Source: an optimization exercise on an open RTL-to-GDS flow (aim: small area, a short achievable clock period and few clock cycles). Production flows keep margins and buffers that such runs may drop. Only simulation tests tie the RTL to the original design; equivalence was not proved.

Setup of run 1:
## axis_cmult
module axis_cmult
#(
  parameter int IN_WIDTH  = 16,
  parameter int OUT_WIDTH = 16,
  parameter int SHIFT     = 15,
  parameter int ROUND     = 1
) (
  input  logic                     aclk,
  input  logic                     areset,
  input  logic [2*IN_WIDTH-1:0]    s_axis_a_tdata,
  input  logic                     s_axis_a_tvalid,
  output logic                     s_axis_a_tready,
  input  logic                     s_axis_a_tlast,
  input  logic [2*IN_WIDTH-1:0]    s_axis_b_tdata,
  input  logic                     s_axis_b_tvalid,
  output logic                     s_axis_b_tready,
  input  logic                     conj_b,
  output logic [2*OUT_WIDTH-1:0]   m_axis_tdata,
  output logic                     m_axis_tvalid,
  input  logic                     m_axis_tready,
  output logic                     m_axis_tlast,
  output logic                     ovf_sticky,
  input  logic                     ovf_clr
);
Size in the first run: roughly 2,600 cells after synthesis, roughly 260 flip-flops, roughly 0.031 sq mm of cells after synthesis.
make LEC_CHECK=0 CAP_MARGIN=20 CORE_MARGIN=2 CORE_UTILIZATION=40 SETUP_SLACK_MARGIN=4.0 SLEW_MARGIN=20 SYNTH_HIERARCHICAL=1 finish   # period 8.5 ns
run.sh (not shown) runs the stock make flow with config.mk's settings and CLKGATE_MAP_FILE= SYNTH_SCRIPT=/design/flow/synth_recipe.tcl, a recipe that flattens the netlist after the stock synthesis.
Testbench counts of run 1, summed over its fixed seeds: cycles 24,024.
diff inputs: run 1 => run 2
==> flow/flow/run.sh (new file) <==
#!/bin/bash
# Own layout flow: the standard ORFS flow (standard.sh, standard synthesis unchanged)
# with extra ORFS make variables appended to its make command line.
set -euo pipefail
EXTRA=$(cat flow/extra_vars.txt)
sed "s|\"\${@:-finish}\"|$EXTRA \"\${@:-finish}\"|" standard.sh > my_standard.sh
bash my_standard.sh > flow_make.log 2>&1
==> flow/flow/extra_vars.txt (new file) <==
BUFFER_PORTS_ARGS="-buffer_cell sky130_fd_sc_hd__buf_1"
==> flow/standard.sh (new file) <==
#!/bin/bash
# synth_recipe.tcl (not shown) runs the flow's synth.tcl, then flattens the netlist and writes it again
# the make line also repeats each setting of config.mk as NAME=value (left out here)
make -C /OpenROAD-flow-scripts/flow DESIGN_CONFIG=/design/flow/config.mk WORK_HOME=/design/flow/orfs CLKGATE_MAP_FILE= SYNTH_SCRIPT=/design/flow/synth_recipe.tcl "${@:-finish}"
removed: flow/run.sh
Findings:
- Comparing the two runs side by side, run 2 comes out ahead of run 1 on setup slack after placement.
- Looking at final worst setup slack, run 2 sits 0.038 ns above run 1.
- A startpoint of the worst setup timing path of areset is what run 1 shows, while br_neg[3] belongs to run 2.
- Global routing usage on met1 for run 2: 0.60 points up relative to run 1
- Re area taken by flip-flops and latches: no difference whatsoever between run 2 and run 1.
- Run 1 → run 2: total half-perimeter wirelength after legalization and detailed placement increased about 1.4%; synthesis-to-finish area growth decreased 1.4 points; utilization decreased 0.58 points.
- Looking at maximum frequency across run 1 and run 2, the one that comes out higher is run 2.
The following lists how run 3 was set up differently from run 2:
# run 2
export LEC_CHECK = 0
export CAP_MARGIN = 20
export CORE_MARGIN = 2
export CORE_UTILIZATION = 40
export SETUP_SLACK_MARGIN = 4.0
export SLEW_MARGIN = 20
export SYNTH_HIERARCHICAL = 1
create_clock -name core_clock -period 8.5 [get_ports {aclk}]
# run 3
export LEC_CHECK = 0
export CAP_MARGIN = 20
export CORE_MARGIN = 2
export CORE_UTILIZATION = 40
export CTS_BUF_LIST = sky130_fd_sc_hd__clkbuf_4 sky130_fd_sc_hd__clkbuf_8
export SETUP_SLACK_MARGIN = 4.0
export SLEW_MARGIN = 20
export SYNTH_HIERARCHICAL = 1
create_clock -name core_clock -period 8.5 [get_ports {aclk}]
==> flow/run.sh (new file) <==
#!/bin/bash
# synth_recipe.tcl (not shown) runs the flow's synth.tcl, then flattens the netlist and writes it again
# the make line also repeats each setting of config.mk as NAME=value (left out here)
make -C /OpenROAD-flow-scripts/flow DESIGN_CONFIG=/design/flow/config.mk WORK_HOME=/design/flow/orfs CLKGATE_MAP_FILE= SYNTH_SCRIPT=/design/flow/synth_recipe.tcl finish
removed: flow/flow/run.sh
removed: flow/flow/extra_vars.txt
removed: flow/standard.sh
--- outcome ---
Diff run 2 -> run 3: sum of net half-perimeters after detailed placement went down 870 um. Going from run 2 to run 3, final critical-path setup slack went down by 0.063 ns, slew at the pin closest to its max-slew limit decreased 0.0052 ns, design area rose by about 1.1%.
--- input diff run 3..run 4 ---
# run 3
export LEC_CHECK = 0
export CAP_MARGIN = 20
export CORE_MARGIN = 2
export CORE_UTILIZATION = 40
export CTS_BUF_LIST = sky130_fd_sc_hd__clkbuf_4 sky130_fd_sc_hd__clkbuf_8
export SETUP_SLACK_MARGIN = 4.0
export SLEW_MARGIN = 20
export SYNTH_HIERARCHICAL = 1
create_clock -name core_clock -period 8.5 [get_ports {aclk}]
# run 4
export LEC_CHECK = 0
export CAP_MARGIN = 20
export CORE_MARGIN = 2
export CORE_UTILIZATION = 40
export SETUP_SLACK_MARGIN = 4.5
export SLEW_MARGIN = 20
export SYNTH_HIERARCHICAL = 1
create_clock -name core_clock -period 8.5 [get_ports {aclk}]
==> run notes <==
Total CTS buffers in run 4 is 13 below run 3.
The final-layout worst hold slack was comparable across run 4 and run 3.
Worst slack at placement was lower in the run labelled run 3.
Run 3 → run 4: minimum clock period after layout moved down; maximum clock rate increased by 18 MHz relative to the old numbers; sequential share of layout area now sits lower.
Per the comparison of run 4 with run 3, count of clock-buffer cells in the layout went down 18, number of optimization iterations in the first detailed-route pass went down, non-clock buffer count now larger.
The following lists how run 5 was set up differently from run 4:
# run 4
export LEC_CHECK = 0
export CAP_MARGIN = 20
export CORE_MARGIN = 2
export CORE_UTILIZATION = 40
export SETUP_SLACK_MARGIN = 4.5
export SLEW_MARGIN = 20
export SYNTH_HIERARCHICAL = 1
create_clock -name core_clock -period 8.5 [get_ports {aclk}]
# run 5
export LEC_CHECK = 0
export CAP_MARGIN = 20
export CORE_MARGIN = 2
export CORE_UTILIZATION = 65
export SETUP_SLACK_MARGIN = 4.5
export SLEW_MARGIN = 20
export SYNTH_HIERARCHICAL = 1
create_clock -name core_clock -period 8.5 [get_ports {aclk}]
[summary]
Run 5 reached the final stage; the timing, design-rule and antenna checks on its layout passed.
Per the comparison of run 5 with run 4, amount of wire on met2 after detailed routing lost about 3%; final core area utilization increased by 31 points relative to the old numbers; via count went up 1,862; HPWL after detailed placement decreased about 2.6%.

==> separate check: timing with driven ports <==
The results above use ideal ports. As a check the final layouts listed here were re-extracted and re-timed, cells and wires unchanged. Step 1 assumes that a clkbuf_16 drives the clock port and a buf_2 every other input. Step 2 also shifts input and output timing later by t, the mid clock arrival at the registers, as if the neighbouring blocks saw the same clock. Slacks: no drivers / after step 1 / after step 2; pairs: no drivers / after step 1.
| run | t (ns) | setup WS [ns] | hold slack, ns |
|---|---|---|---|
| run 1 | 0.671 | 4.075 / 4.051 / 4.051 | 0.419 / 0.419 / 0.419 |
| run 2 | 0.624 | 4.113 / 4.113 / 4.113 | 0.417 / 0.417 / 0.417 |
| run 3 | 0.708 | 4.050 / 4.050 / 4.047 | 0.418 / 0.418 / 0.418 |
| run 4 | 0.619 | 4.386 / 4.386 / 4.075 | 0.419 / 0.419 / 0.419 |
| run 5 | 0.654 | 4.162 / 4.162 / 4.162 | 0.418 / 0.418 / 0.418 |
After both steps every run listed still meets setup and hold. For run 4, which loses most, drivers alone change the setup slack by 0.000 ns; drivers and shift together by -0.311 ns.
